From an optimization exercise on the open Yosys and OpenROAD flow, aimed at a short achievable clock period and few clock cycles per item; shortcuts taken in it are not production practice. The RTL was checked by simulation tests, not by an equivalence proof against the original design.

==> flow/design.v, too long to show whole: its modules and the start of the top module <==
// module ex_stage_mul_s1: 3919 lines
// module ex_stage_mul_s2: 5012 lines
// module ex_stage_mul_iter: 2691 lines
// module ex_stage_blkadd: 29 lines
// module ex_stage_blksel: 29 lines
// module ex_stage: 210 lines
module ex_stage
#(
    parameter int XLEN = ex_stage_pkg::XLEN_DEF
) (
    input  logic            clk,
    input  logic            reset,
    input  logic [XLEN-1:0] pc_ex,
    input  logic [XLEN-1:0] rdata1_ex,
    input  logic [XLEN-1:0] rdata2_ex,
    input  logic [XLEN-1:0] imm_ex,
    input  logic [4:0]      rs1_ex,
    input  logic [4:0]      rs2_ex,
    input  logic [4:0]      rd_ex,
    input  logic [3:0]      funct_ex,
    input  logic [1:0]      aluop_ex,
    input  logic            alusrc_ex,
    input  logic            mul_ex,
    input  logic            branch_ex,
    input  logic            memread_ex,
    input  logic            memtoreg_ex,
    input  logic            memwrite_ex,
    input  logic            regwrite_ex,
    input  logic [4:0]      memwb_rd,
    input  logic            memwb_regwrite,
    input  logic [XLEN-1:0] memwb_wdata,
    input  logic            ex_flush,
    output logic [XLEN-1:0] mem_branch_tgt,
    output logic [XLEN-1:0] mem_alu_result,
    output logic [XLEN-1:0] mem_store_data,
    output logic            mem_zero,
    output logic [4:0]      mem_rd,
    output logic            mem_branch,
    output logic            mem_memread,
    output logic            mem_memtoreg,
    output logic            mem_memwrite,
    output logic            mem_regwrite,
    output logic            ex_stall
);
  // ...
==> flow/run.sh <==
#!/bin/bash
# synth_recipe.tcl (not shown) runs the flow's synth.tcl, then flattens the netlist and writes it again
# the make line also repeats each setting of config.mk as NAME=value (left out here)
make -C /OpenROAD-flow-scripts/flow DESIGN_CONFIG=/design/flow/config.mk WORK_HOME=/design/flow/orfs CLKGATE_MAP_FILE= SYNTH_SCRIPT=/design/flow/synth_recipe.tcl finish
==> flow/config.mk <==
export PLATFORM = sky130hd
export DESIGN_NAME = ex_stage
export DESIGN_NICKNAME = ex_stage
export VERILOG_FILES = /design/flow/design.v
export SDC_FILE = /design/flow/constraint.sdc
export NUM_CORES = 4
export LEC_CHECK = 0
export CAP_MARGIN = 40
export CELL_PAD_IN_SITES_DETAIL_PLACEMENT = 1
export CORE_MARGIN = 2
export CORE_UTILIZATION = 20
export PLACE_DENSITY = 0.35
export SETUP_SLACK_MARGIN = 4.5
export SLEW_MARGIN = 40
export SYNTH_HIERARCHICAL = 1
==> flow/constraint.sdc <==
create_clock -name core_clock -period 9.0 [get_ports {clk}]
set_input_delay 1.8000 -clock core_clock [delete_from_list [all_inputs] [get_ports {clk}]]
set_output_delay 1.8000 -clock core_clock [all_outputs]
set_load 0.01 [all_outputs]
==> results.txt, run 1 <==
- Wire length on met3: 99,250 µm
- Critical Path End Type: primary output
- Die area: 696,300 µm²
- Placement row count: 305
- First-pass GRT wire length: 1,251,000 µm
- Grt met3 use: 5.859%
- # fillers: 78,744
- Metal2 WL: 418,900 µm
- Largest fanout on the critical path: 2
- Worst reg2reg path depth: 18
- Post-CTS resize count: 2,628
- Reg2reg start: u_mul.r_cs_57_3$_DFF_P_
- Placed cell count: 25,188
- Cell count along the critical path: 6
- Total GRT Usage: 25.84%
- Largest net degree at the start of global routing: 79
- Initial antenna violation count: 88
- Average instance area after synthesis: 7.855 µm²
- Total Routed Length: 989,200 µm
- Tmin final: 5.625 ns
- Placer Congestion: 0.9950
- Core Box Area: 688,400 µm²
- Area after DPL: 151,700 µm²
- Clk slew on worst S/H paths: 0.06 ns
- Setup WS post-layout: 3.375 ns
- NumNets Final: 19,579
- CP top delay family: compound AO/OA/AOI/OAI gates
- Routed Antenna Nets: 0
- Status: complete, no violations
- CTS Sinks: 1,515
- CTS tree: built
- Synthesized instance count: 17,558
- Grt met1 use: 33.04%
- Unrepaired setup endpoints after global routing: yes
Testbench counts, summed over its fixed seeds: cycles 18,102, items 16,000.
==> module ex_stage_blksel, before the edit <==
module ex_stage_blksel #(
    parameter int XLEN = 64,
    parameter int BW   = 16
) (
    input  logic [XLEN-1:0]      i_s0,
    input  logic [XLEN-1:0]      i_s1,
    input  logic [XLEN/BW-1:0]   i_g,
    input  logic [XLEN/BW-1:0]   i_p,
    output logic [XLEN-1:0]      o_sum,
    output logic                 o_zero
);
    localparam int NB = XLEN / BW;
    logic [NB-1:0] w_c;    
    assign w_c[0] = 1'b0;
    for (genvar k = 1; k < NB; k++) begin : g_c
        assign w_c[k] = i_g[k-1] || (i_p[k-1] && w_c[k-1]);
    end
    logic [NB-1:0] w_z;    
    for (genvar k = 0; k < NB; k++) begin : g_sel
        if (k == 0) begin : g_first
            assign o_sum[BW-1:0] = i_s0[BW-1:0];
            assign w_z[0] = i_s0[BW-1:0] == '0;
        end else begin : g_rest
            assign o_sum[k*BW +: BW] = w_c[k] ? i_s1[k*BW +: BW] : i_s0[k*BW +: BW];
            assign w_z[k] = w_c[k] ? (i_s1[k*BW +: BW] == '0) : (i_s0[k*BW +: BW] == '0);
        end
    end
    assign o_zero = &w_z;
endmodule
==> module ex_stage, before the edit <==
module ex_stage
#(
    parameter int XLEN = ex_stage_pkg::XLEN_DEF
) (
    input  logic            clk,
    input  logic            reset,
    input  logic [XLEN-1:0] pc_ex,
    input  logic [XLEN-1:0] rdata1_ex,
    input  logic [XLEN-1:0] rdata2_ex,
    input  logic [XLEN-1:0] imm_ex,
    input  logic [4:0]      rs1_ex,
    input  logic [4:0]      rs2_ex,
    input  logic [4:0]      rd_ex,
    input  logic [3:0]      funct_ex,
    input  logic [1:0]      aluop_ex,
    input  logic            alusrc_ex,
    input  logic            mul_ex,
    input  logic            branch_ex,
    input  logic            memread_ex,
    input  logic            memtoreg_ex,
    input  logic            memwrite_ex,
    input  logic            regwrite_ex,
    input  logic [4:0]      memwb_rd,
    input  logic            memwb_regwrite,
    input  logic [XLEN-1:0] memwb_wdata,
    input  logic            ex_flush,
    output logic [XLEN-1:0] mem_branch_tgt,
    output logic [XLEN-1:0] mem_alu_result,
    output logic [XLEN-1:0] mem_store_data,
    output logic            mem_zero,
    output logic [4:0]      mem_rd,
    output logic            mem_branch,
    output logic            mem_memread,
    output logic            mem_memtoreg,
    output logic            mem_memwrite,
    output logic            mem_regwrite,
    output logic            ex_stall
);
    localparam int SHW = $clog2(XLEN);
    logic [XLEN-1:0] r_store_data, r_branch_tgt;
    logic [4:0]      r_rd;
    ex_stage_pkg::ctrl_t r_ctrl;
    logic            r_fwd_en;      
    logic            r_mul_busy;    
    logic            r_mul_fwd;     
    ex_stage_pkg::ctrl_t w_ctrl_ex;
    assign w_ctrl_ex = {branch_ex, memread_ex, memtoreg_ex, memwrite_ex, regwrite_ex};
    logic w_a_ex, w_a_wb, w_b_ex, w_b_wb, w_wb_en;
    assign w_wb_en = memwb_regwrite && memwb_rd != 5'd0;
    assign w_a_ex  = r_fwd_en && r_rd == rs1_ex;
    assign w_a_wb  = w_wb_en && memwb_rd == rs1_ex;
    assign w_b_ex  = r_fwd_en && r_rd == rs2_ex;
    assign w_b_wb  = w_wb_en && memwb_rd == rs2_ex;
    logic [XLEN-1:0] w_fwd_a, w_fwd_b, w_op_b;
    assign w_fwd_a = w_a_ex ? mem_alu_result : w_a_wb ? memwb_wdata : rdata1_ex;
    assign w_fwd_b = w_b_ex ? mem_alu_result : w_b_wb ? memwb_wdata : rdata2_ex;
    assign w_op_b  = alusrc_ex ? imm_ex : w_fwd_b;
    logic [3:0] w_f;
    always_comb begin
        if (aluop_ex == ex_stage_pkg::ALUOP_ADD)      w_f = 4'b0000;
        else if (aluop_ex == ex_stage_pkg::ALUOP_SUB) w_f = 4'b1000;
        else if (aluop_ex == ex_stage_pkg::ALUOP_ITYPE && funct_ex[2:0] != 3'b101) w_f = {1'b0, funct_ex[2:0]};
        else w_f = funct_ex;
    end
    logic w_sub, w_and, w_or, w_xor, w_sll, w_srl, w_sra, w_slt, w_sltu, w_add;
    assign w_sub  = w_f == 4'b1000;
    assign w_and  = w_f == 4'b0111;
    assign w_or   = w_f == 4'b0110;
    assign w_xor  = w_f == 4'b0100;
    assign w_sll  = w_f == 4'b0001;
    assign w_srl  = w_f == 4'b0101;
    assign w_sra  = w_f == 4'b1101;
    assign w_slt  = w_f == 4'b0010;
    assign w_sltu = w_f == 4'b0011;
    assign w_add  = !(w_sub || w_and || w_or || w_xor || w_sll || w_srl || w_sra || w_slt || w_sltu);
    logic [XLEN-1:0] w_sh_in, w_sh, w_log;
    logic [SHW-1:0]  w_shamt;
    assign w_shamt = w_op_b[SHW-1:0];
    logic [XLEN-1:0] w_sum_s0, w_sum_s1, w_dif_s0, w_dif_s1;
    logic [XLEN/16-1:0] w_sum_g, w_sum_p, w_dif_g, w_dif_p;
    ex_stage_blkadd #(.XLEN(XLEN), .BW(16)) u_add (
        .i_x(w_fwd_a), .i_y(w_op_b), .i_cin(1'b0),
        .o_s0(w_sum_s0), .o_s1(w_sum_s1), .o_g(w_sum_g), .o_p(w_sum_p));
    ex_stage_blkadd #(.XLEN(XLEN), .BW(16)) u_sub (
        .i_x(w_fwd_a), .i_y(~w_op_b), .i_cin(1'b1),
        .o_s0(w_dif_s0), .o_s1(w_dif_s1), .o_g(w_dif_g), .o_p(w_dif_p));
    for (genvar i = 0; i < XLEN; i++) begin : g_rev_in
        assign w_sh_in[i] = w_sll ? w_fwd_a[XLEN-1-i] : w_fwd_a[i];
    end
    assign w_sh    = XLEN'($signed({w_sra & w_fwd_a[XLEN-1], w_sh_in}) >>> w_shamt);
    assign w_log   = ({XLEN{w_and}} & (w_fwd_a & w_op_b))
                   | ({XLEN{w_or}}  & (w_fwd_a | w_op_b))
                   | ({XLEN{w_xor}} & (w_fwd_a ^ w_op_b));
    logic w_ma_ex, w_ma_wb, w_mb_ex, w_mb_wb;
    logic [XLEN-1:0] w_mul_a, w_mul_b, w_mx, w_my;
    assign w_ma_ex = r_mul_fwd && r_rd == rs1_ex;
    assign w_ma_wb = memwb_regwrite && memwb_rd == rs1_ex;
    assign w_mb_ex = r_mul_fwd && r_rd == rs2_ex;
    assign w_mb_wb = memwb_regwrite && memwb_rd == rs2_ex;
    assign w_mul_a = (rs1_ex == 5'd0) ? '0 : w_ma_ex ? mem_alu_result : w_ma_wb ? memwb_wdata : rdata1_ex;
    assign w_mul_b = (rs2_ex == 5'd0) ? '0 : w_mb_ex ? mem_alu_result : w_mb_wb ? memwb_wdata : rdata2_ex;
    ex_stage_mul_iter #(.XLEN(XLEN)) u_mul (
        .clk       (clk),
        .i_a       (w_mul_a),
        .i_b       (w_mul_b),
        .o_x       (w_mx),
        .o_y       (w_my)
    );
    logic [XLEN-1:0] w_prd_s0, w_prd_s1;
    logic [XLEN/16-1:0] w_prd_g, w_prd_p;
    ex_stage_blkadd #(.XLEN(XLEN), .BW(16)) u_prd (
        .i_x(w_mx), .i_y(w_my), .i_cin(1'b0),
        .o_s0(w_prd_s0), .o_s1(w_prd_s1), .o_g(w_prd_g), .o_p(w_prd_p));
    logic w_stall, w_bubble;
    assign w_stall  = mul_ex && !ex_flush && !r_mul_busy;
    assign w_bubble = ex_flush || (mul_ex && !r_mul_busy);
    assign ex_stall = w_stall && !reset;
    always_ff @(posedge clk or posedge reset) begin
        if (reset) begin
            r_mul_busy <= 1'b0;
            r_ctrl     <= '0;
            r_fwd_en   <= 1'b0;
            r_mul_fwd  <= 1'b0;
        end else begin
            r_mul_busy <= w_stall;
            r_ctrl     <= w_bubble ? '0 : w_ctrl_ex;
            r_fwd_en   <= !w_bubble && regwrite_ex && !memtoreg_ex && rd_ex != 5'd0;
            r_mul_fwd  <= !w_bubble && regwrite_ex && !memtoreg_ex;
        end
    end
    logic [XLEN-1:0]    r_sum_s0, r_prd_s0, w_dif_s0_q;
    logic [XLEN-1:16]   r_sum_s1, r_prd_s1, w_dif_s1_q;
    logic [15:1]        r_dif_s0_0;
    logic [31:17]       r_dif_s0_1, r_dif_s1_1;
    logic [47:33]       r_dif_s0_2, r_dif_s1_2;
    logic [63:49]       r_dif_s0_3, r_dif_s1_3;
    assign w_dif_s0_q = {r_dif_s0_3, r_sum_s1[48], r_dif_s0_2, r_sum_s1[32], r_dif_s0_1, r_sum_s1[16],
                         r_dif_s0_0, r_sum_s0[0]};
    assign w_dif_s1_q = {r_dif_s1_3, r_sum_s0[48], r_dif_s1_2, r_sum_s0[32], r_dif_s1_1, r_sum_s0[16]};
    logic [2:0]         r_sum_g, r_dif_g, r_prd_g;
    logic [2:1]         r_sum_p, r_dif_p, r_prd_p;
    logic [XLEN-1:0] r_sum, r_diff, r_prod, r_sh, r_log, w_sh_rev;
    logic            w_sum_zero, w_dif_zero, w_prd_zero;
    logic            r_a_sign, r_b_sign;
    logic            r_s_sum, r_s_diff, r_s_shl, r_s_shr, r_s_log, r_s_slt, r_s_sltu, r_s_prod;
    always_ff @(posedge clk) begin
        r_branch_tgt <= pc_ex + (imm_ex << 1);
        r_rd         <= rd_ex;
        r_store_data <= w_fwd_b;
        r_sum_s0     <= w_sum_s0;
        r_sum_s1     <= w_sum_s1[XLEN-1:16];
        r_sum_g      <= w_sum_g[2:0];
        r_sum_p      <= w_sum_p[2:1];
        r_dif_s0_0   <= w_dif_s0[15:1];
        r_dif_s0_1   <= w_dif_s0[31:17];
        r_dif_s0_2   <= w_dif_s0[47:33];
        r_dif_s0_3   <= w_dif_s0[63:49];
        r_dif_s1_1   <= w_dif_s1[31:17];
        r_dif_s1_2   <= w_dif_s1[47:33];
        r_dif_s1_3   <= w_dif_s1[63:49];
        r_dif_g      <= w_dif_g[2:0];
        r_dif_p      <= w_dif_p[2:1];
        r_prd_s0     <= w_prd_s0;
        r_prd_s1     <= w_prd_s1[XLEN-1:16];
        r_prd_g      <= w_prd_g[2:0];
        r_prd_p      <= w_prd_p[2:1];
        r_sh         <= w_sh;
        r_log        <= w_log;
        r_a_sign     <= w_fwd_a[XLEN-1];
        r_b_sign     <= w_op_b[XLEN-1];
        r_s_prod     <= r_mul_busy;
        r_s_sum      <= !r_mul_busy && w_add;
        r_s_diff     <= !r_mul_busy && w_sub;
        r_s_shl      <= !r_mul_busy && w_sll;
        r_s_shr      <= !r_mul_busy && (w_srl || w_sra);
        r_s_log      <= !r_mul_busy && (w_and || w_or || w_xor);
        r_s_slt      <= !r_mul_busy && w_slt;
        r_s_sltu     <= !r_mul_busy && w_sltu;
    end
    for (genvar i = 0; i < XLEN; i++) begin : g_rev_out
        assign w_sh_rev[i] = r_sh[XLEN-1-i];
    end
    ex_stage_blksel #(.XLEN(XLEN), .BW(16)) u_sum_sel (
        .i_s0(r_sum_s0), .i_s1({r_sum_s1, 16'd0}), .i_g({1'b0, r_sum_g}), .i_p({1'b0, r_sum_p, 1'b0}), .o_sum(r_sum), .o_zero(w_sum_zero));
    ex_stage_blksel #(.XLEN(XLEN), .BW(16)) u_dif_sel (
        .i_s0(w_dif_s0_q), .i_s1({w_dif_s1_q, 16'd0}), .i_g({1'b0, r_dif_g}), .i_p({1'b0, r_dif_p, 1'b0}), .o_sum(r_diff), .o_zero(w_dif_zero));
    ex_stage_blksel #(.XLEN(XLEN), .BW(16)) u_prd_sel (
        .i_s0(r_prd_s0), .i_s1({r_prd_s1, 16'd0}), .i_g({1'b0, r_prd_g}), .i_p({1'b0, r_prd_p, 1'b0}), .o_sum(r_prod), .o_zero(w_prd_zero));
    logic w_lt;
    assign w_lt = (r_s_slt  && ((r_a_sign != r_b_sign) ? r_a_sign : r_diff[XLEN-1]))
               || (r_s_sltu && ((r_a_sign != r_b_sign) ? r_b_sign : r_diff[XLEN-1]));
    assign mem_alu_result = ({XLEN{r_s_sum}}  & r_sum)
                          | ({XLEN{r_s_diff}} & r_diff)
                          | ({XLEN{r_s_shl}}  & w_sh_rev)
                          | ({XLEN{r_s_shr}}  & r_sh)
                          | ({XLEN{r_s_log}}  & r_log)
                          | ({XLEN{r_s_prod}} & r_prod)
                          | {{(XLEN-1){1'b0}}, w_lt};
    assign mem_zero       = !((r_s_sum  && !w_sum_zero) || (r_s_diff && !w_dif_zero) ||
                              (r_s_prod && !w_prd_zero) || ((r_s_shl || r_s_shr) && r_sh != '0) ||
                              (r_s_log  && r_log != '0) || w_lt);
    assign mem_store_data = r_store_data;
    assign mem_branch_tgt = r_branch_tgt;
    assign mem_rd         = r_rd;
    assign mem_branch     = r_ctrl.branch;
    assign mem_memread    = r_ctrl.memread;
    assign mem_memtoreg   = r_ctrl.memtoreg;
    assign mem_memwrite   = r_ctrl.memwrite;
    assign mem_regwrite   = r_ctrl.regwrite;
endmodule
==> run 2: changes to the inputs <==
--- a/flow/design.v
+++ b/flow/design.v
@@ -11688,8 +11688,7 @@
     input  logic [XLEN-1:0]      i_s1,
     input  logic [XLEN/BW-1:0]   i_g,
     input  logic [XLEN/BW-1:0]   i_p,
-    output logic [XLEN-1:0]      o_sum,
-    output logic                 o_zero
+    output logic [XLEN-1:0]      o_sum
 );
     localparam int NB = XLEN / BW;
     logic [NB-1:0] w_c;    
@@ -11697,17 +11696,13 @@
     for (genvar k = 1; k < NB; k++) begin : g_c
         assign w_c[k] = i_g[k-1] || (i_p[k-1] && w_c[k-1]);
     end
-    logic [NB-1:0] w_z;    
     for (genvar k = 0; k < NB; k++) begin : g_sel
         if (k == 0) begin : g_first
             assign o_sum[BW-1:0] = i_s0[BW-1:0];
-            assign w_z[0] = i_s0[BW-1:0] == '0;
         end else begin : g_rest
             assign o_sum[k*BW +: BW] = w_c[k] ? i_s1[k*BW +: BW] : i_s0[k*BW +: BW];
-            assign w_z[k] = w_c[k] ? (i_s1[k*BW +: BW] == '0) : (i_s0[k*BW +: BW] == '0);
         end
     end
-    assign o_zero = &w_z;
 endmodule
 module ex_stage
 #(
@@ -11802,6 +11797,14 @@
     assign w_log   = ({XLEN{w_and}} & (w_fwd_a & w_op_b))
                    | ({XLEN{w_or}}  & (w_fwd_a | w_op_b))
                    | ({XLEN{w_xor}} & (w_fwd_a ^ w_op_b));
+    logic w_z_sum, w_z_dif, w_z_sh, w_z_log;
+    logic [XLEN-1:0] w_sh_mask;
+    assign w_z_sum = ((w_fwd_a ^ w_op_b) ^ {(w_fwd_a[XLEN-2:0] | w_op_b[XLEN-2:0]), 1'b0}) == '0;
+    assign w_z_dif = w_fwd_a == w_op_b;
+    always_comb for (int i = 0; i < XLEN; i++) w_sh_mask[i] = (i >= int'(w_shamt));
+    assign w_z_sh  = (w_sh_in & w_sh_mask) == '0;
+    assign w_z_log = (w_and && (w_fwd_a & w_op_b) == '0) || (w_or && w_fwd_a == '0 && w_op_b == '0)
+                  || (w_xor && w_z_dif);
     logic w_ma_ex, w_ma_wb, w_mb_ex, w_mb_wb;
     logic [XLEN-1:0] w_mul_a, w_mul_b, w_mx, w_my;
     assign w_ma_ex = r_mul_fwd && r_rd == rs1_ex;
@@ -11817,6 +11820,8 @@
         .o_x       (w_mx),
         .o_y       (w_my)
     );
+    logic w_z_prd;
+    assign w_z_prd = ((w_mx ^ w_my) ^ {(w_mx[XLEN-2:0] | w_my[XLEN-2:0]), 1'b0}) == '0;
     logic [XLEN-1:0] w_prd_s0, w_prd_s1;
     logic [XLEN/16-1:0] w_prd_g, w_prd_p;
     ex_stage_blkadd #(.XLEN(XLEN), .BW(16)) u_prd (
@@ -11851,7 +11856,7 @@
     logic [2:0]         r_sum_g, r_dif_g, r_prd_g;
     logic [2:1]         r_sum_p, r_dif_p, r_prd_p;
     logic [XLEN-1:0] r_sum, r_diff, r_prod, r_sh, r_log, w_sh_rev;
-    logic            w_sum_zero, w_dif_zero, w_prd_zero;
+    logic            r_z_sum, r_z_dif, r_z_prd, r_z_sh, r_z_log;
     logic            r_a_sign, r_b_sign;
     logic            r_s_sum, r_s_diff, r_s_shl, r_s_shr, r_s_log, r_s_slt, r_s_sltu, r_s_prod;
     always_ff @(posedge clk) begin
@@ -11872,6 +11877,11 @@
         r_dif_g      <= w_dif_g[2:0];
         r_dif_p      <= w_dif_p[2:1];
         r_prd_s0     <= w_prd_s0;
+        r_z_sum      <= w_z_sum;
+        r_z_dif      <= w_z_dif;
+        r_z_prd      <= w_z_prd;
+        r_z_sh       <= w_z_sh;
+        r_z_log      <= w_z_log;
         r_prd_s1     <= w_prd_s1[XLEN-1:16];
         r_prd_g      <= w_prd_g[2:0];
         r_prd_p      <= w_prd_p[2:1];
@@ -11892,11 +11902,11 @@
         assign w_sh_rev[i] = r_sh[XLEN-1-i];
     end
     ex_stage_blksel #(.XLEN(XLEN), .BW(16)) u_sum_sel (
-        .i_s0(r_sum_s0), .i_s1({r_sum_s1, 16'd0}), .i_g({1'b0, r_sum_g}), .i_p({1'b0, r_sum_p, 1'b0}), .o_sum(r_sum), .o_zero(w_sum_zero));
+        .i_s0(r_sum_s0), .i_s1({r_sum_s1, 16'd0}), .i_g({1'b0, r_sum_g}), .i_p({1'b0, r_sum_p, 1'b0}), .o_sum(r_sum));
     ex_stage_blksel #(.XLEN(XLEN), .BW(16)) u_dif_sel (
-        .i_s0(w_dif_s0_q), .i_s1({w_dif_s1_q, 16'd0}), .i_g({1'b0, r_dif_g}), .i_p({1'b0, r_dif_p, 1'b0}), .o_sum(r_diff), .o_zero(w_dif_zero));
+        .i_s0(w_dif_s0_q), .i_s1({w_dif_s1_q, 16'd0}), .i_g({1'b0, r_dif_g}), .i_p({1'b0, r_dif_p, 1'b0}), .o_sum(r_diff));
     ex_stage_blksel #(.XLEN(XLEN), .BW(16)) u_prd_sel (
-        .i_s0(r_prd_s0), .i_s1({r_prd_s1, 16'd0}), .i_g({1'b0, r_prd_g}), .i_p({1'b0, r_prd_p, 1'b0}), .o_sum(r_prod), .o_zero(w_prd_zero));
+        .i_s0(r_prd_s0), .i_s1({r_prd_s1, 16'd0}), .i_g({1'b0, r_prd_g}), .i_p({1'b0, r_prd_p, 1'b0}), .o_sum(r_prod));
     logic w_lt;
     assign w_lt = (r_s_slt  && ((r_a_sign != r_b_sign) ? r_a_sign : r_diff[XLEN-1]))
                || (r_s_sltu && ((r_a_sign != r_b_sign) ? r_b_sign : r_diff[XLEN-1]));
@@ -11907,9 +11917,9 @@
                           | ({XLEN{r_s_log}}  & r_log)
                           | ({XLEN{r_s_prod}} & r_prod)
                           | {{(XLEN-1){1'b0}}, w_lt};
-    assign mem_zero       = !((r_s_sum  && !w_sum_zero) || (r_s_diff && !w_dif_zero) ||
-                              (r_s_prod && !w_prd_zero) || ((r_s_shl || r_s_shr) && r_sh != '0) ||
-                              (r_s_log  && r_log != '0) || w_lt);
+    assign mem_zero       = !((r_s_sum  && !r_z_sum) || (r_s_diff && !r_z_dif) ||
+                              (r_s_prod && !r_z_prd) || ((r_s_shl || r_s_shr) && !r_z_sh) ||
+                              (r_s_log  && !r_z_log) || w_lt);
     assign mem_store_data = r_store_data;
     assign mem_branch_tgt = r_branch_tgt;
     assign mem_rd         = r_rd;
--- a/flow/config.mk
+++ b/flow/config.mk
@@ -7,9 +7,10 @@
 export LEC_CHECK = 0
 export CAP_MARGIN = 40
 export CELL_PAD_IN_SITES_DETAIL_PLACEMENT = 1
+export CELL_PAD_IN_SITES_GLOBAL_PLACEMENT = 1
 export CORE_MARGIN = 2
-export CORE_UTILIZATION = 20
-export PLACE_DENSITY = 0.35
+export CORE_UTILIZATION = 25
+export PLACE_DENSITY = 0.4
 export SETUP_SLACK_MARGIN = 4.5
 export SLEW_MARGIN = 40
 export SYNTH_HIERARCHICAL = 1
==> run 2 against run 1 <==
Critical path type is now flip-flop to flip-flop. Largest cell class unchanged. Highest routed layer unchanged. Clock skew shrank 0.054 ns. Via count grew 1.8%.
==> results.txt, run 2 <==
- Via density: 5.677 (was 5.359)
- R2R Path End: r_z_prd$_DFF_P_ (was r_prd_s0[63]$_DFF_P_)
- Worst setup SP type: flip-flop (unchanged)
- Flop2flop setup slack: 3.14 ns (was 3.60 ns)
- Core Box Area: 564,300 µm² (was 688,400 µm²)
- WHS Endpoint: r_prd_s0[1]$_DFF_P_ (was r_s_prod$_DFF_P_)
- Worst Max-Slew Pin Slew: 0.9364 ns (was 1.066 ns)
- Hold Startpoint: u_mul.r_cs_1_0$_DFF_P_ (was r_mul_busy$_DFF_PP0_)
- Hold WS: 0.7570 ns (was 0.5736 ns)
- Most common cell after layout, fill and taps aside: nor2_1 (unchanged)
- Non-Filler Instances: 26,213 (was 27,275)
- Post-route cell area: 200,200 µm² (was 196,700 µm²)
- Gr ovfl total: 0 (unchanged)
- Worst setup slack after placement: 1.383 ns (was 1.479 ns)
- Die W: 756.3 µm (was 834.4 µm)
- Largest fanout on the critical path: 2 (unchanged)
- Status: complete, no violations (unchanged)
- Post-route DRC: 0 (unchanged)
- Setup WS post-layout: 3.136 ns (was 3.375 ns)
- CTS tree: built (unchanged)
- Die area: 571,900 µm² (was 696,300 µm²)
- Clk slew on worst S/H paths: 0.07 ns (was 0.06 ns)
- Slowest stage cell, crit path: fa_2 (was nand4_1)
- CTS Sinks: 1,520 (was 1,515)
- Ys Warns: 8 (unchanged)
- Iter 0 DRT Violations: 15,931 (was 16,109)
- Vias in the first global route: 140,635 (was 138,249)
- IO buf count: 560 (unchanged)
- First-pass detailed-route iteration total: 6 (unchanged)
- Setup TNS Final: 0 ns (unchanged)
- Most frequent cells in the layout: 1,661 x nor2_1, 1,437 x a21oi_1, 1,424 x dfxtp_1 (was 1,524 x nor2_1, 1,402 x dfxtp_1, 1,320 x a21oi_1)
- Die Y: 756.3 µm (was 834.4 µm)
- Starting Density: 25.07% (was 20.03%)
- DR WL/cell: 40.47 µm (was 36.27 µm)
- Clk latency of the worst-skew pair: 1.06 ns (was 1.04 ns)
- Total Routed Length: 1,061,000 µm (was 989,200 µm)
- Max-slew violations: 0 (unchanged)
- DP HPWL: 721,100 µm (was 665,000 µm)
- Fmax: 0.1705 GHz (was 0.1778 GHz)
- Via count: 148,799 (was 146,154)
- Unrepaired setup endpoints after global routing: yes (unchanged)
- Max Cap Viol: 0 (unchanged)
- CTS Buf Count: 226 (was 216)
- Final Core Density: 35.48% (was 28.57%)
- Crit-path max cell delay: 0.70 ns (was 0.73 ns)
- Hold Path Stages: 3 (was 0)
- H-tree levels: 4 (unchanged)
- Critical path cell sequence: inv_1 -> fa_2 -> inv_1 -> fa_1 -> fa_1 -> inv_1 -> fa_2 -> fa_1 -> inv_1 -> fa_2 -> inv_1 -> ha_4 -> xor2_4 -> nand2_2 -> a2111oi_4 -> nand4_1 -> nor4_4 (was nor4_4 -> nand4_1 -> o41ai_2 -> o21ai_2 -> a2111oi_4 -> buf_2)
- Area after DPL: 152,800 µm² (was 151,700 µm²)
- Placement row count: 276 (was 305)
- Slew headroom: 37.12% (was 28.68%)
- Area growth syn-to-layout: 41.50% (was 42.63%)
- Initial antenna violation count: 146 (was 88)
- # setup viols final: 0 (unchanged)
- Share of cells above drive strength 1: 33.31% (was 33.23%)
- Hold_buf cts: 0 (unchanged)
- Final hold vios: 0 (unchanged)
- Placer Congestion: 0.9908 (was 0.9950)
- Largest net degree at the start of global routing: 152 (was 79)
- Tmin final: 5.864 ns (was 5.625 ns)
- Period utilization: 65.16% (was 62.50%)
- Skew final: 0.08695 ns (was 0.1413 ns)
- NumNets Final: 20,270 (was 19,579)
- Average instance area after synthesis: 7.838 µm² (was 7.855 µm²)
- I/O pins: 561 (unchanged)
- Worst EP arrival: 6.77 ns (was 3.82 ns)
- Cell repeated most along the worst path: inv_1
- First-pass GRT wire length: 1,314,000 µm (was 1,251,000 µm)
- CP Class: flip-flop to flip-flop (was flip-flop to primary output)
- Total GRT Usage: 33.35% (was 25.84%)
- Worst reg2reg path depth: 17 (was 18)
- Clk buf depth: 4 (unchanged)
- Synthesized instance count: 18,050 (was 17,558)
- Root Buffer Master: clkbuf_16 (unchanged)
- Routed Antenna Nets: 0 (unchanged)
- Placed cell count: 23,994 (was 25,188)
- Critical Path RT: 9.91 ns (was 7.20 ns)
- Class of the worst hold path: flip-flop to flip-flop (unchanged)
- Mapped Area: 141,500 µm² (was 137,900 µm²)
- Reg2reg start: u_mul.r_cs_58_12$_DFF_P_ (was u_mul.r_cs_57_3$_DFF_P_)
- Critical Path End Type: flip-flop (was primary output)
run 2: final cells by class:
cell class                      instances  area (µm²)
Clock buffer                          316        6486
Inverter                             1624        6460
Tap cell                             7506        9392
Fill cell                           63616      364100
Timing Repair Buffer                 2980       35780
Timing Repair inverter                  2       12.51
Sequential cell                      1520       30630
Multi-Input combinational cell      12117      109900
Antenna cell                           56       140.1
Clock inverter                         92        1350
run 2: repair_timing:
action,in CTS,in global routing
gates cloned,73,120
pin swaps,758,912
setup buffers,837,724
resized for setup,2992,2230
endpoints found under the setup margin,1421,844
run 2: critical path, delay by kind of cell (launching register included):
kind	cells	cell delay, ns
flops	1	0.31
buf+inv	5	0.42
simple gates	3	0.77
fa+ha+maj	7	3.46
compound gates	1	0.24
xor+xnor	1	0.51
run 2: worst max path at each step:
stage                                  start                        to  slack (ns)  depth (start not counted)
detailed placement               memwb_rd[2]  u_mul.r_cs_52_13$_DFF_P_        1.38                         14
global placement                 memwb_rd[2]   u_mul.r_cs_42_4$_DFF_P_        1.30                         13
global route        u_mul.r_cs_58_14$_DFF_P_           r_z_prd$_DFF_P_        3.05                         17
floorplan                        memwb_rd[2]  u_mul.r_cs_61_10$_DFF_P_        3.80                         18
CTS                 u_mul.r_cs_61_12$_DFF_P_           r_z_prd$_DFF_P_        3.07                         19
finish              u_mul.r_cs_58_12$_DFF_P_           r_z_prd$_DFF_P_        3.14                         17
run 2: per-layer routing:
metal,part of all wire [%],track usage [%],up-vias
li1,-,-,62154
met1,43,45.23,78142
met2,43,51.53,6747
met3,8.2,6.456,1702
met4,6.3,14.10,54
met5,0.048,0,-
Testbench counts of run 2, summed over its fixed seeds: cycles 18,102, items 16,000.
==> run 3: changes to the inputs <==
--- a/flow/design.v
+++ b/flow/design.v
@@ -11680,30 +11680,6 @@
         end
     end
 endmodule
-module ex_stage_blksel #(
-    parameter int XLEN = 64,
-    parameter int BW   = 16
-) (
-    input  logic [XLEN-1:0]      i_s0,
-    input  logic [XLEN-1:0]      i_s1,
-    input  logic [XLEN/BW-1:0]   i_g,
-    input  logic [XLEN/BW-1:0]   i_p,
-    output logic [XLEN-1:0]      o_sum
-);
-    localparam int NB = XLEN / BW;
-    logic [NB-1:0] w_c;    
-    assign w_c[0] = 1'b0;
-    for (genvar k = 1; k < NB; k++) begin : g_c
-        assign w_c[k] = i_g[k-1] || (i_p[k-1] && w_c[k-1]);
-    end
-    for (genvar k = 0; k < NB; k++) begin : g_sel
-        if (k == 0) begin : g_first
-            assign o_sum[BW-1:0] = i_s0[BW-1:0];
-        end else begin : g_rest
-            assign o_sum[k*BW +: BW] = w_c[k] ? i_s1[k*BW +: BW] : i_s0[k*BW +: BW];
-        end
-    end
-endmodule
 module ex_stage
 #(
     parameter int XLEN = ex_stage_pkg::XLEN_DEF
@@ -11844,6 +11820,15 @@
             r_mul_fwd  <= !w_bubble && regwrite_ex && !memtoreg_ex;
         end
     end
+    function automatic logic [3:1] blk_carry(input logic [3:0] g, input logic [3:0] p);
+        blk_carry[1] = g[0];
+        blk_carry[2] = g[1] | (p[1] & g[0]);
+        blk_carry[3] = g[2] | (p[2] & g[1]) | (p[2] & p[1] & g[0]);
+    endfunction
+    logic [3:1] w_sum_c, w_dif_c, w_prd_c;
+    assign w_sum_c = blk_carry(w_sum_g, w_sum_p);
+    assign w_dif_c = blk_carry(w_dif_g, w_dif_p);
+    assign w_prd_c = blk_carry(w_prd_g, w_prd_p);
     logic [XLEN-1:0]    r_sum_s0, r_prd_s0, w_dif_s0_q;
     logic [XLEN-1:16]   r_sum_s1, r_prd_s1, w_dif_s1_q;
     logic [15:1]        r_dif_s0_0;
@@ -11853,20 +11838,20 @@
     assign w_dif_s0_q = {r_dif_s0_3, r_sum_s1[48], r_dif_s0_2, r_sum_s1[32], r_dif_s0_1, r_sum_s1[16],
                          r_dif_s0_0, r_sum_s0[0]};
     assign w_dif_s1_q = {r_dif_s1_3, r_sum_s0[48], r_dif_s1_2, r_sum_s0[32], r_dif_s1_1, r_sum_s0[16]};
-    logic [2:0]         r_sum_g, r_dif_g, r_prd_g;
-    logic [2:1]         r_sum_p, r_dif_p, r_prd_p;
-    logic [XLEN-1:0] r_sum, r_diff, r_prod, r_sh, r_log, w_sh_rev;
+    logic [3:1]      r_sum_l, r_sum_h, r_dif_l, r_dif_h, r_prd_l, r_prd_h;
+    logic [XLEN-1:0] r_sh, r_log, w_sh_rev;
     logic            r_z_sum, r_z_dif, r_z_prd, r_z_sh, r_z_log;
-    logic            r_a_sign, r_b_sign;
+    logic            r_dif_c3, r_a_sign, r_b_sign;
     logic            r_s_sum, r_s_diff, r_s_shl, r_s_shr, r_s_log, r_s_slt, r_s_sltu, r_s_prod;
+    logic            w_s_sum, w_s_dif;
+    assign w_s_sum = !r_mul_busy && w_add;
+    assign w_s_dif = !r_mul_busy && w_sub;
     always_ff @(posedge clk) begin
         r_branch_tgt <= pc_ex + (imm_ex << 1);
         r_rd         <= rd_ex;
         r_store_data <= w_fwd_b;
         r_sum_s0     <= w_sum_s0;
         r_sum_s1     <= w_sum_s1[XLEN-1:16];
-        r_sum_g      <= w_sum_g[2:0];
-        r_sum_p      <= w_sum_p[2:1];
         r_dif_s0_0   <= w_dif_s0[15:1];
         r_dif_s0_1   <= w_dif_s0[31:17];
         r_dif_s0_2   <= w_dif_s0[47:33];
@@ -11874,48 +11859,56 @@
         r_dif_s1_1   <= w_dif_s1[31:17];
         r_dif_s1_2   <= w_dif_s1[47:33];
         r_dif_s1_3   <= w_dif_s1[63:49];
-        r_dif_g      <= w_dif_g[2:0];
-        r_dif_p      <= w_dif_p[2:1];
         r_prd_s0     <= w_prd_s0;
+        r_prd_s1     <= w_prd_s1[XLEN-1:16];
+        r_sum_l      <= {3{w_s_sum}} & ~w_sum_c;
+        r_sum_h      <= {3{w_s_sum}} & w_sum_c;
+        r_dif_l      <= {3{w_s_dif}} & ~w_dif_c;
+        r_dif_h      <= {3{w_s_dif}} & w_dif_c;
+        r_prd_l      <= {3{r_mul_busy}} & ~w_prd_c;
+        r_prd_h      <= {3{r_mul_busy}} & w_prd_c;
         r_z_sum      <= w_z_sum;
         r_z_dif      <= w_z_dif;
         r_z_prd      <= w_z_prd;
         r_z_sh       <= w_z_sh;
         r_z_log      <= w_z_log;
-        r_prd_s1     <= w_prd_s1[XLEN-1:16];
-        r_prd_g      <= w_prd_g[2:0];
-        r_prd_p      <= w_prd_p[2:1];
         r_sh         <= w_sh;
         r_log        <= w_log;
+        r_dif_c3     <= w_dif_c[3];
         r_a_sign     <= w_fwd_a[XLEN-1];
         r_b_sign     <= w_op_b[XLEN-1];
+        r_s_slt      <= !r_mul_busy && w_slt;
+        r_s_sltu     <= !r_mul_busy && w_sltu;
         r_s_prod     <= r_mul_busy;
-        r_s_sum      <= !r_mul_busy && w_add;
-        r_s_diff     <= !r_mul_busy && w_sub;
+        r_s_sum      <= w_s_sum;
+        r_s_diff     <= w_s_dif;
         r_s_shl      <= !r_mul_busy && w_sll;
         r_s_shr      <= !r_mul_busy && (w_srl || w_sra);
         r_s_log      <= !r_mul_busy && (w_and || w_or || w_xor);
-        r_s_slt      <= !r_mul_busy && w_slt;
-        r_s_sltu     <= !r_mul_busy && w_sltu;
     end
     for (genvar i = 0; i < XLEN; i++) begin : g_rev_out
         assign w_sh_rev[i] = r_sh[XLEN-1-i];
     end
-    ex_stage_blksel #(.XLEN(XLEN), .BW(16)) u_sum_sel (
-        .i_s0(r_sum_s0), .i_s1({r_sum_s1, 16'd0}), .i_g({1'b0, r_sum_g}), .i_p({1'b0, r_sum_p, 1'b0}), .o_sum(r_sum));
-    ex_stage_blksel #(.XLEN(XLEN), .BW(16)) u_dif_sel (
-        .i_s0(w_dif_s0_q), .i_s1({w_dif_s1_q, 16'd0}), .i_g({1'b0, r_dif_g}), .i_p({1'b0, r_dif_p, 1'b0}), .o_sum(r_diff));
-    ex_stage_blksel #(.XLEN(XLEN), .BW(16)) u_prd_sel (
-        .i_s0(r_prd_s0), .i_s1({r_prd_s1, 16'd0}), .i_g({1'b0, r_prd_g}), .i_p({1'b0, r_prd_p, 1'b0}), .o_sum(r_prod));
-    logic w_lt;
-    assign w_lt = (r_s_slt  && ((r_a_sign != r_b_sign) ? r_a_sign : r_diff[XLEN-1]))
-               || (r_s_sltu && ((r_a_sign != r_b_sign) ? r_b_sign : r_diff[XLEN-1]));
-    assign mem_alu_result = ({XLEN{r_s_sum}}  & r_sum)
-                          | ({XLEN{r_s_diff}} & r_diff)
+    logic w_dif_msb, w_lt;
+    assign w_dif_msb = r_dif_c3 ? w_dif_s1_q[XLEN-1] : w_dif_s0_q[XLEN-1];
+    assign w_lt = (r_s_slt  && ((r_a_sign != r_b_sign) ? r_a_sign : w_dif_msb))
+               || (r_s_sltu && ((r_a_sign != r_b_sign) ? r_b_sign : w_dif_msb));
+    logic [XLEN-1:0] w_add_res;
+    assign w_add_res[15:0] = ({16{r_s_sum}}  & r_sum_s0[15:0])
+                           | ({16{r_s_diff}} & w_dif_s0_q[15:0])
+                           | ({16{r_s_prod}} & r_prd_s0[15:0]);
+    for (genvar k = 1; k < 4; k++) begin : g_res
+        assign w_add_res[k*16 +: 16] = ({16{r_sum_l[k]}} & r_sum_s0[k*16 +: 16])
+                                     | ({16{r_sum_h[k]}} & r_sum_s1[k*16 +: 16])
+                                     | ({16{r_dif_l[k]}} & w_dif_s0_q[k*16 +: 16])
+                                     | ({16{r_dif_h[k]}} & w_dif_s1_q[k*16 +: 16])
+                                     | ({16{r_prd_l[k]}} & r_prd_s0[k*16 +: 16])
+                                     | ({16{r_prd_h[k]}} & r_prd_s1[k*16 +: 16]);
+    end
+    assign mem_alu_result = w_add_res
                           | ({XLEN{r_s_shl}}  & w_sh_rev)
                           | ({XLEN{r_s_shr}}  & r_sh)
                           | ({XLEN{r_s_log}}  & r_log)
-                          | ({XLEN{r_s_prod}} & r_prod)
                           | {{(XLEN-1){1'b0}}, w_lt};
     assign mem_zero       = !((r_s_sum  && !r_z_sum) || (r_s_diff && !r_z_dif) ||
                               (r_s_prod && !r_z_prd) || ((r_s_shl || r_s_shr) && !r_z_sh) ||
--- a/flow/config.mk
+++ b/flow/config.mk
@@ -7,10 +7,9 @@
 export LEC_CHECK = 0
 export CAP_MARGIN = 40
 export CELL_PAD_IN_SITES_DETAIL_PLACEMENT = 1
-export CELL_PAD_IN_SITES_GLOBAL_PLACEMENT = 1
 export CORE_MARGIN = 2
-export CORE_UTILIZATION = 25
-export PLACE_DENSITY = 0.4
+export CORE_UTILIZATION = 20
+export PLACE_DENSITY = 0.35
 export SETUP_SLACK_MARGIN = 4.5
 export SLEW_MARGIN = 40
 export SYNTH_HIERARCHICAL = 1
==> run 3 against run 2 <==
Flip-flop and latch count increased by 4. First-iteration DRC count rose by 36%. Register-to-register slack improved by 0.08 ns. Global-route usage is 4.3 points lower. Clock-buffer cell count fell by 35. Routed wire length up 11%. Clock skew grew 0.070 ns. Synthesized area is 1.1% lower. Sequential share of layout area down 1.3 points. Highest routed layer unchanged. Core utilization is 4.1 points lower. Still clean.
==> results.txt, run 3 <==
- Unrepaired setup endpoints after global routing: yes (unchanged)
- First-pass GRT wire length: 1,404,000 µm (was 1,314,000 µm)
- Placer Congestion: 1.020 (was 0.9908)
- Area after DPL: 156,800 µm² (was 152,800 µm²)
- Largest fanout on the critical path: 2 (unchanged)
- Average instance area after synthesis: 7.867 µm² (was 7.838 µm²)
- Die area: 706,400 µm² (was 571,900 µm²)
- Share of cells above drive strength 1: 39.35% (was 33.31%)
- Gr busiest metal: met2 (unchanged)
- DR WL/cell: 41.28 µm (was 40.47 µm)
- Starting Density: 20.05% (was 25.07%)
- Die Y: 840.5 µm (was 756.3 µm)
- Status: complete, no violations (unchanged)
- Total GRT Usage: 29.09% (was 33.35%)
- Grt met3 use: 7.901% (was 6.456%)
- Gr ovfl total: 0 (unchanged)
- Clk latency of the worst-skew pair: 1.10 ns (was 1.06 ns)
- Crit-path max cell delay: 0.71 ns (was 0.70 ns)
- IO buf count: 560 (unchanged)
- Flop2flop setup slack: 3.21 ns (was 3.14 ns)
- Period utilization: 64.29% (was 65.16%)
- Critical path cell sequence: fa_1 -> inv_2 -> fa_1 -> inv_2 -> fa_2 -> inv_2 -> fa_2 -> fa_1 -> inv_4 -> fa_2 -> ha_4 -> a211oi_4 -> a21oi_2 -> a21o_1 -> a21oi_4 -> buf_12 -> clkinvlp_4 -> a21oi_4 -> buf_12 -> and2_4 (was inv_1 -> fa_2 -> inv_1 -> fa_1 -> fa_1 -> inv_1 -> fa_2 -> fa_1 -> inv_1 -> fa_2 -> inv_1 -> ha_4 -> xor2_4 -> nand2_2 -> a2111oi_4 -> nand4_1 -> nor4_4)
- Placed cell count: 25,583 (was 23,994)
- Placement row count: 307 (was 276)
- Setup WS post-layout: 3.214 ns (was 3.136 ns)
- Most frequent cells in the layout: 1,564 x buf_4, 1,462 x dfxtp_1, 1,453 x nor2_1 (was 1,661 x nor2_1, 1,437 x a21oi_1, 1,424 x dfxtp_1)
- Slowest stage cell, crit path: fa_2 (unchanged)
- Fmax: 0.1728 GHz (was 0.1705 GHz)
- Hold WS: 0.7644 ns (was 0.7570 ns)
- CTS Sinks: 1,524 (was 1,520)
- CTS Buf Count: 212 (was 226)
- Area growth syn-to-layout: 56.38% (was 41.50%)
- Core Box Area: 697,900 µm² (was 564,300 µm²)
- Tmin final: 5.786 ns (was 5.864 ns)
- Worst Max-Slew Pin Slew: 1.016 ns (was 0.9364 ns)
- Via count: 162,466 (was 148,799)
- Final Core Density: 31.36% (was 35.48%)
- Critical Path End Type: flip-flop (unchanged)
- H-tree levels: 4 (unchanged)
- Largest net degree at the start of global routing: 80 (was 152)
- Max-slew violations: 0 (unchanged)
- I/O pins: 561 (unchanged)
- Iter 0 DRT Violations: 21,742 (was 15,931)
- Ys Warns: 8 (unchanged)
- Setup TNS Final: 0 ns (unchanged)
- DP HPWL: 741,900 µm (was 721,100 µm)
- Critical Path RT: 10.04 ns (was 9.91 ns)
- Skew final: 0.1568 ns (was 0.08695 ns)
- Slew headroom: 32.08% (was 37.12%)
- Root Buffer Master: clkbuf_16 (unchanged)
- Routing usage on met2: 43.17% (was 51.53%)
- Most common cell after layout, fill and taps aside: buf_4 (was nor2_1)
- Worst setup slack after placement: 0.8358 ns (was 1.383 ns)
- Mapped Area: 139,900 µm² (was 141,500 µm²)
- Clk buf depth: 4 (unchanged)
- First-pass detailed-route iteration total: 9 (was 6)
- Final hold vios: 0 (unchanged)
- NumNets Final: 20,856 (was 20,270)
- Non-Filler Instances: 28,588 (was 26,213)
- Max Cap Viol: 0 (unchanged)
- Die W: 840.5 µm (was 756.3 µm)
- Worst EP arrival: 6.82 ns (was 6.77 ns)
- Initial antenna violation count: 146 (unchanged)
- Via density: 5.683 (was 5.677)
- # setup viols final: 0 (unchanged)
- # fillers: 78,158 (was 63,616)
- Synthesized instance count: 17,788 (was 18,050)
- Post-route DRC: 0 (unchanged)
- Grt met1 use: 37.01% (was 45.23%)
- CTS tree: built (unchanged)
- Total Routed Length: 1,180,000 µm (was 1,061,000 µm)
- Vias in the first global route: 146,472 (was 140,635)
- Worst setup SP type: flip-flop (unchanged)
- Class of the worst hold path: flip-flop to flip-flop (unchanged)
- Post-route cell area: 218,800 µm² (was 200,200 µm²)
- Clk slew on worst S/H paths: 0.06 ns (was 0.07 ns)
- CP Class: flip-flop to flip-flop (unchanged)
- Routed Antenna Nets: 0 (unchanged)
[run 3: layout make-up]
| cell class | instances | area, µm² | share of cell area (%) |
|---|---|---|---|
| sequential | 1524 | 30670 | 14.01 |
| clock buffer | 281 | 6057 | 2.768 |
| timing repair inverter | 3 | 21.27 | 0.009720 |
| multi-input combinational | 11933 | 114000 | 52.09 |
| tap | 9270 | 11600 | 5.300 |
| clock inverter | 107 | 1491 | 0.6815 |
| inverter | 1619 | 6650 | 3.039 |
| timing repair buffer | 3760 | 48130 | 21.99 |
| antenna | 91 | 227.7 | 0.1041 |
[run 3: what timing repair did]
item                                    in CTS  in global routing
endpoints found under the setup margin    1415                935
resized for setup                         2952               3094
pin swaps                                  696               1180
cloned                                     170                213
buffers inserted                           992               1149
hold buffers                                 0                  0
[run 3: layer usage]
layer  vias up  share of wire, %
li1      63478                 -
met1     83896                38
met2     11414                41
met3      3602                12
met4        76               9.5
met5         -              0.10
[run 3: critical path, delay by kind of cell, from the launching register on]
kind,cells,cell delay (ns)
compound gates,5,1.04
fa+ha+maj,7,3.57
buf+inv,7,0.69
flops,1,0.32
simple gates,1,0.14
[run 3: final timing paths]
kind                                         start                    to  depth (start not counted)
max in group asynchronous                    reset   r_mul_fwd$_DFF_PP0_                          2
setup reg to reg           u_mul.r_cs_29_3$_DFF_P_    r_prd_l[3]$_DFF_P_                         20
hold reg to reg               r_mul_busy$_DFF_PP0_      r_s_prod$_DFF_P_                          0
min in group asynchronous                    reset  r_mul_busy$_DFF_PP0_                          2
hold / removal                r_mul_busy$_DFF_PP0_      r_s_prod$_DFF_P_                          0
setup / recovery           u_mul.r_cs_29_3$_DFF_P_    r_prd_l[3]$_DFF_P_                         20
Testbench counts of run 3, summed over its fixed seeds: cycles 18,102, items 16,000.
==> run 4: changes to the inputs <==
--- a/flow/config.mk
+++ b/flow/config.mk
@@ -8,8 +8,8 @@
 export CAP_MARGIN = 40
 export CELL_PAD_IN_SITES_DETAIL_PLACEMENT = 1
 export CORE_MARGIN = 2
-export CORE_UTILIZATION = 20
-export PLACE_DENSITY = 0.35
+export CORE_UTILIZATION = 15
+export PLACE_DENSITY = 0.3
 export SETUP_SLACK_MARGIN = 4.5
 export SLEW_MARGIN = 40
 export SYNTH_HIERARCHICAL = 1
==> run 4 against run 3 <==
Still clean on timing, DRC and antenna. Non-clock buffer count rose by 145. Critical path depth fell by 3. Flip-flop and latch count did not move. Core utilization fell by 6.8 points. Cell count rose by 11%. Sequential share of layout area fell by 0.56 points. Fmax rose by 0.68%. Clock skew fell by 0.0048 ns. Largest cell class unchanged.
==> results.txt, run 4 <==
- Status: complete, no violations (unchanged)
- Fmax: 0.1740 GHz (was 0.1728 GHz)
- Slowest stage cell, crit path: fa_2 (unchanged)
- Initial antenna violation count: 183 (was 146)
- Skew final: 0.1520 ns (was 0.1568 ns)
- Root Buffer Master: clkbuf_16 (unchanged)
- Critical path cell sequence: inv_1 -> fa_2 -> inv_1 -> fa_1 -> fa_1 -> inv_1 -> fa_1 -> fa_1 -> inv_1 -> fa_2 -> inv_1 -> ha_2 -> nand2_1 -> o21ai_0 -> a221oi_1 -> nand4_1 -> nor4_2 (was fa_1 -> inv_2 -> fa_1 -> inv_2 -> fa_2 -> inv_2 -> fa_2 -> fa_1 -> inv_4 -> fa_2 -> ha_4 -> a211oi_4 -> a21oi_2 -> a21o_1 -> a21oi_4 -> buf_12 -> clkinvlp_4 -> a21oi_4 -> buf_12 -> and2_4)
- CP Class: flip-flop to flip-flop (unchanged)
- Area growth syn-to-layout: 62.86% (was 56.38%)
- Critical Path RT: 9.95 ns (was 10.04 ns)
- Unrepaired setup endpoints after global routing: yes (unchanged)
- # setup viols final: 0 (unchanged)
- IO buf count: 560 (unchanged)
- Worst setup SP type: flip-flop (unchanged)
- Largest net degree at the start of global routing: 80 (unchanged)
- Die area: 940,700 µm² (was 706,400 µm²)
- Gr ovfl total: 0 (unchanged)
- Cell repeated most along the worst path: inv_1
- CTS Sinks: 1,524 (unchanged)
- Slew headroom: 27.70% (was 32.08%)
- I/O pins: 561 (unchanged)
- Tmin final: 5.747 ns (was 5.786 ns)
- Via density: 4.935 (was 5.683)
- Most common cell after layout, fill and taps aside: buf_4 (unchanged)
- Total GRT Usage: 23.33% (was 29.09%)
- Flop2flop setup slack: 3.25 ns (was 3.21 ns)
- Iter 0 DRT Violations: 16,300 (was 21,742)
- NumNets Final: 21,020 (was 20,856)
- First-pass detailed-route iteration total: 8 (was 9)
- Via count: 156,808 (was 162,466)
- Setup TNS Final: 0 ns (unchanged)
- Total Routed Length: 1,200,000 µm (was 1,180,000 µm)
- Worst EP arrival: 6.70 ns (was 6.82 ns)
- Max Cap Viol: 0 (unchanged)
- Period utilization: 63.86% (was 64.29%)
- Final hold vios: 0 (unchanged)
- Post-route DRC: 0 (unchanged)
- Average instance area after synthesis: 7.867 µm² (unchanged)
- CTS tree: built (unchanged)
- # fillers: 105,280 (was 78,158)
- Clk buf depth: 4 (unchanged)
- Share of cells above drive strength 1: 42.65% (was 39.35%)
- DR WL/cell: 37.76 µm (was 41.28 µm)
- H-tree levels: 4 (unchanged)
- Clk slew on worst S/H paths: 0.08 ns (was 0.06 ns)
- First-pass GRT wire length: 1,491,000 µm (was 1,404,000 µm)
- Placement row count: 354 (was 307)
- Ys Warns: 8 (unchanged)
- Synthesized instance count: 17,788 (unchanged)
- Hold_buf cts: 0 (unchanged)
- DP HPWL: 799,900 µm (was 741,900 µm)
- CTS Buf Count: 226 (was 212)
- Worst Max-Slew Pin Slew: 1.077 ns (was 1.016 ns)
- Clk latency of the worst-skew pair: 1.09 ns (was 1.10 ns)
- Routed Antenna Nets: 0 (unchanged)
- Starting Density: 15.05% (was 20.05%)
- Critical Path End Type: flip-flop (unchanged)
- Largest fanout on the critical path: 4 (was 2)
- Max-slew violations: 0 (unchanged)
- Placer Congestion: 0.9754 (was 1.020)
- Mapped Area: 139,900 µm² (unchanged)
- Vias in the first global route: 150,420 (was 146,472)
- Die Y: 969.9 µm (was 840.5 µm)
- Core Box Area: 929,700 µm² (was 697,900 µm²)
- Crit-path max cell delay: 0.64 ns (was 0.71 ns)
- Most frequent cells in the layout: 1,515 x buf_4, 1,454 x dfxtp_1, 1,450 x nor2_1 (was 1,564 x buf_4, 1,462 x dfxtp_1, 1,453 x nor2_1)
- Die W: 969.9 µm (was 840.5 µm)
- Hold WS: 0.6680 ns (was 0.7644 ns)
- Class of the worst hold path: flip-flop to flip-flop (unchanged)
## run 4: routing by layer
metal / part of all wire [%] / wire, µm / global-route usage [%] / up-vias
met3: 8.3 / 99830 / 4.896 / 2679
li1: - / - / - / 63868
met4: 8.9 / 106800 / 14.35 / 58
met5: 0.032 / 387 / 0 / -
met2: 43 / 512700 / 36.06 / 7988
met1: 40 / 480200 / 29.73 / 82215
## run 4: final cells by class
| class | instances | area, µm² | share of cell area, % |
|---|---|---|---|
| multi-input cells | 11937 | 117600 | 51.59 |
| repair buffers | 3905 | 49620 | 21.77 |
| flip-flops and latches | 1524 | 30660 | 13.45 |
| well taps | 12282 | 15370 | 6.742 |
| clock buffers | 311 | 6519 | 2.860 |
| inverters | 1619 | 6490 | 2.847 |
| clock inverters | 104 | 1403 | 0.6154 |
| diodes | 89 | 222.7 | 0.09772 |
| repair inverters | 4 | 48.80 | 0.02141 |
## run 4: per-stage QoR
stage	setup WS (ns)	instances	utilization [%]	instance area, µm²
2_1_floorplan	3.673	17806	-	151000
3_3_place_gp	0.4934	28593	17.26	160400
3_5_place_dp	0.9035	28653	17.38	161600
4_1_cts	3.211	30784	22.24	206700
5_1_grt	3.114	31731	24.50	227800
6_report	3.253	31775	24.52	227900
## run 4: final timing paths
path,from,endpoint,cells past startpoint
setup / recovery,u_mul.r_cs_50_12$_DFF_P_,r_z_prd$_DFF_P_,17
hold / removal,u_mul.r_cs_0_1$_DFF_P_,r_prd_s0[0]$_DFF_P_,3
setup reg to reg,u_mul.r_cs_50_12$_DFF_P_,r_z_prd$_DFF_P_,17
hold reg to reg,u_mul.r_cs_0_1$_DFF_P_,r_prd_s0[0]$_DFF_P_,3
max in group asynchronous,reset,r_mul_fwd$_DFF_PP0_,2
min in group asynchronous,reset,r_fwd_en$_DFF_PP0_,2
## run 4: worst max-delay path, delay by kind of cell (launching register included)
kind	cells	cell delay, ns
simple gates	3	0.73
flops	1	0.36
compound gates	2	0.51
fa+ha+maj	7	3.52
buf+inv	5	0.46
## run 4: repair_timing
item	in CTS	in global routing
pin swaps	1107	1351
endpoints found under the setup margin	1390	1156
hold endpoints to repair	0	0
gates resized for setup	4351	2636
setup buffers	1491	772
gates cloned	225	128

what the ideal ports hide:
In the flow no input, the clock included, has a driving cell. The finished layouts below were timed again as built, in two steps. Step 1, drivers: a clkbuf_16 drives clk and a buf_2 each remaining input, both assumed. Step 2 also shifts input and output timing later by t, the mid clock arrival at the registers, as if the neighbouring blocks saw the same clock. a / b / c = no drivers / after step 1 / after step 2; a / b = the first two.
| run | t, ns | slack for setup (ns) | worst setup path at the end | slew at the worst register clock pin (ns) |
|---|---|---|---|---|
| run 1 | 1.131 | 3.375 / 3.214 / 3.044 | input to register | 0.07 / 0.07 |
| run 2 | 1.160 | 3.136 / 3.136 / 2.741 | input to register | 0.08 / 0.08 |
| run 3 | 1.173 | 3.214 / 3.214 / 2.493 | input to register | 0.08 / 0.08 |
| run 4 | 1.168 | 3.253 / 3.253 / 2.521 | input to register | 0.09 / 0.09 |
After both steps every run listed still meets setup and hold. For run 4, which loses most, drivers alone change the setup slack by 0.000 ns; drivers and shift together by -0.732 ns.
